Background: an optimization exercise with open tools, aiming at small area, a short achievable clock period and few clock cycles per item. Do not read the settings as production practice.
The RTL was checked by simulation tests, not by an equivalence proof against the original design.

## sha256_stream
module sha256_stream (
   input  logic         clk,
   input  logic         rst,
   input  logic         tvalid,
   output logic         tready,
   input  logic         tlast,
   input  logic [31:0]  tid,
   input  logic [7:0]   tdata,
   output logic         ovalid,
   output logic [31:0]  oid,
   output logic [60:0]  olen,
   output logic [255:0] osha
);
   function automatic logic [31:0] knext2(input logic [5:0] t);
      case (t)
         6'd0: knext2 = 32'hb5c0fbcf;
         6'd1: knext2 = 32'he9b5dba5;
         6'd2: knext2 = 32'h3956c25b;
         6'd3: knext2 = 32'h59f111f1;
         6'd4: knext2 = 32'h923f82a4;
         6'd5: knext2 = 32'hab1c5ed5;
         6'd6: knext2 = 32'hd807aa98;
         6'd7: knext2 = 32'h12835b01;
         6'd8: knext2 = 32'h243185be;
         6'd9: knext2 = 32'h550c7dc3;
         6'd10: knext2 = 32'h72be5d74;
         6'd11: knext2 = 32'h80deb1fe;
         6'd12: knext2 = 32'h9bdc06a7;
         6'd13: knext2 = 32'hc19bf174;
         6'd14: knext2 = 32'he49b69c1;
         6'd15: knext2 = 32'hefbe4786;
         6'd16: knext2 = 32'h0fc19dc6;
         6'd17: knext2 = 32'h240ca1cc;
         6'd18: knext2 = 32'h2de92c6f;
         6'd19: knext2 = 32'h4a7484aa;
         6'd20: knext2 = 32'h5cb0a9dc;
         6'd21: knext2 = 32'h76f988da;
         6'd22: knext2 = 32'h983e5152;
         6'd23: knext2 = 32'ha831c66d;
         6'd24: knext2 = 32'hb00327c8;
         6'd25: knext2 = 32'hbf597fc7;
         6'd26: knext2 = 32'hc6e00bf3;
         6'd27: knext2 = 32'hd5a79147;
         6'd28: knext2 = 32'h06ca6351;
         6'd29: knext2 = 32'h14292967;
         6'd30: knext2 = 32'h27b70a85;
         6'd31: knext2 = 32'h2e1b2138;
         6'd32: knext2 = 32'h4d2c6dfc;
         6'd33: knext2 = 32'h53380d13;
         6'd34: knext2 = 32'h650a7354;
  ...
==> flow/config.mk <==
export PLATFORM = sky130hd
export DESIGN_NAME = sha256_stream
export DESIGN_NICKNAME = sha256_stream
export VERILOG_FILES = /design/flow/design.v
export SDC_FILE = /design/flow/constraint.sdc
export NUM_CORES = 4
export LEC_CHECK = 0
export CAP_MARGIN = 20
export CELL_PAD_IN_SITES_DETAIL_PLACEMENT = 1
export CORE_MARGIN = 2
export CORE_UTILIZATION = 55
export SLEW_MARGIN = 20
==> flow/constraint.sdc <==
create_clock -name core_clock -period 10.0 [get_ports {clk}]
set_input_delay 2.0000 -clock core_clock [delete_from_list [all_inputs] [get_ports {clk}]]
set_output_delay 2.0000 -clock core_clock [all_outputs]
set_load 0.01 [all_outputs]
standard.sh (not shown) runs the stock make flow with config.mk's settings and CLKGATE_MAP_FILE= SYNTH_SCRIPT=/design/flow/synth_recipe.tcl, a recipe that flattens the netlist after the stock synthesis.
==> flow/flow/run.sh <==
#!/bin/bash
# The standard layout (standard.sh), with these changes to how it is built:
#  - the port buffers are the library's smallest plain buffer (buf_1) rather
#    than the delay cell buffer_ports picks by default;
#  - clock tree synthesis adds no dummy loads, clusters up to 25 flip-flops within 90 um
#    per leaf buffer;
set -euo pipefail
bash standard.sh \
  "BUFFER_PORTS_ARGS=-buffer_cell sky130_fd_sc_hd__buf_1" \
  "CTS_ARGS=-sink_clustering_enable -repair_clock_nets -dont_use_dummy_load -sink_clustering_size 25 -sink_clustering_max_diameter 90" \
  "SETUP_SLACK_MARGIN=5.9" \
  finish > flow_make.log 2>&1
The first run completed without violations.
Testbench counts at the start, summed over its fixed seeds: cycles 33,905, bytes 25,402.
Then changed:
==> flow/flow/run.sh (replaced) <==
#!/bin/bash
set -euo pipefail
bash standard.sh \
  "BUFFER_PORTS_ARGS=-buffer_cell sky130_fd_sc_hd__buf_1" \
  "CTS_ARGS=-sink_clustering_enable -repair_clock_nets -dont_use_dummy_load" \
  "SETUP_SLACK_MARGIN=5.7" \
  finish > flow_make.log 2>&1
--- a/flow/config.mk
+++ b/flow/config.mk
@@ -9,4 +9,4 @@
 export CELL_PAD_IN_SITES_DETAIL_PLACEMENT = 1
 export CORE_MARGIN = 2
-export CORE_UTILIZATION = 55
+export CORE_UTILIZATION = 45
 export SLEW_MARGIN = 20
Cell count rises by 5.7%.
First-iteration DRC count falls by 18%.
Routed wire length falls by 4.4%.
Setup slack is better by 0.29 ns.
Synthesized area stays the same.
Count of clock-buffer cells in the layout rises by 100.
Die area rises by 22%.
Core utilization falls by 11 points.
Worst hold slack is better by 0.010 ns.

==> separate check: timing with driven ports <==
In the flow no input, the clock included, has a driving cell. The finished layouts below were timed again as built, in two steps. Step 1: set_driving_cell puts a clkbuf_16 on clk and a buf_2 on each other input, an assumption about the parent block. Step 2, shift: input delay + t, output delay - t, t = (earliest + latest rising clock arrival at the registers) / 2. This alone moves slack from input paths to output paths. Three values: ideal, step 1, step 2; two values: the first two.
run	t (ns)	setup slack, ns	hold WS [ns]	worst setup path at the end	latest minus earliest clock arrival (ns)
the first run	0.812	5.354 / 5.354 / 5.305	0.230 / 0.230 / 0.230	input to register	0.147 / 0.147
the second run	0.893	5.649 / 5.649 / 4.936	0.241 / 0.241 / 0.241	input to register	0.133 / 0.133
After both steps setup and hold are still met in every run listed. For the second run, which loses most, drivers alone change the setup slack by 0.000 ns; drivers and shift together by -0.713 ns.
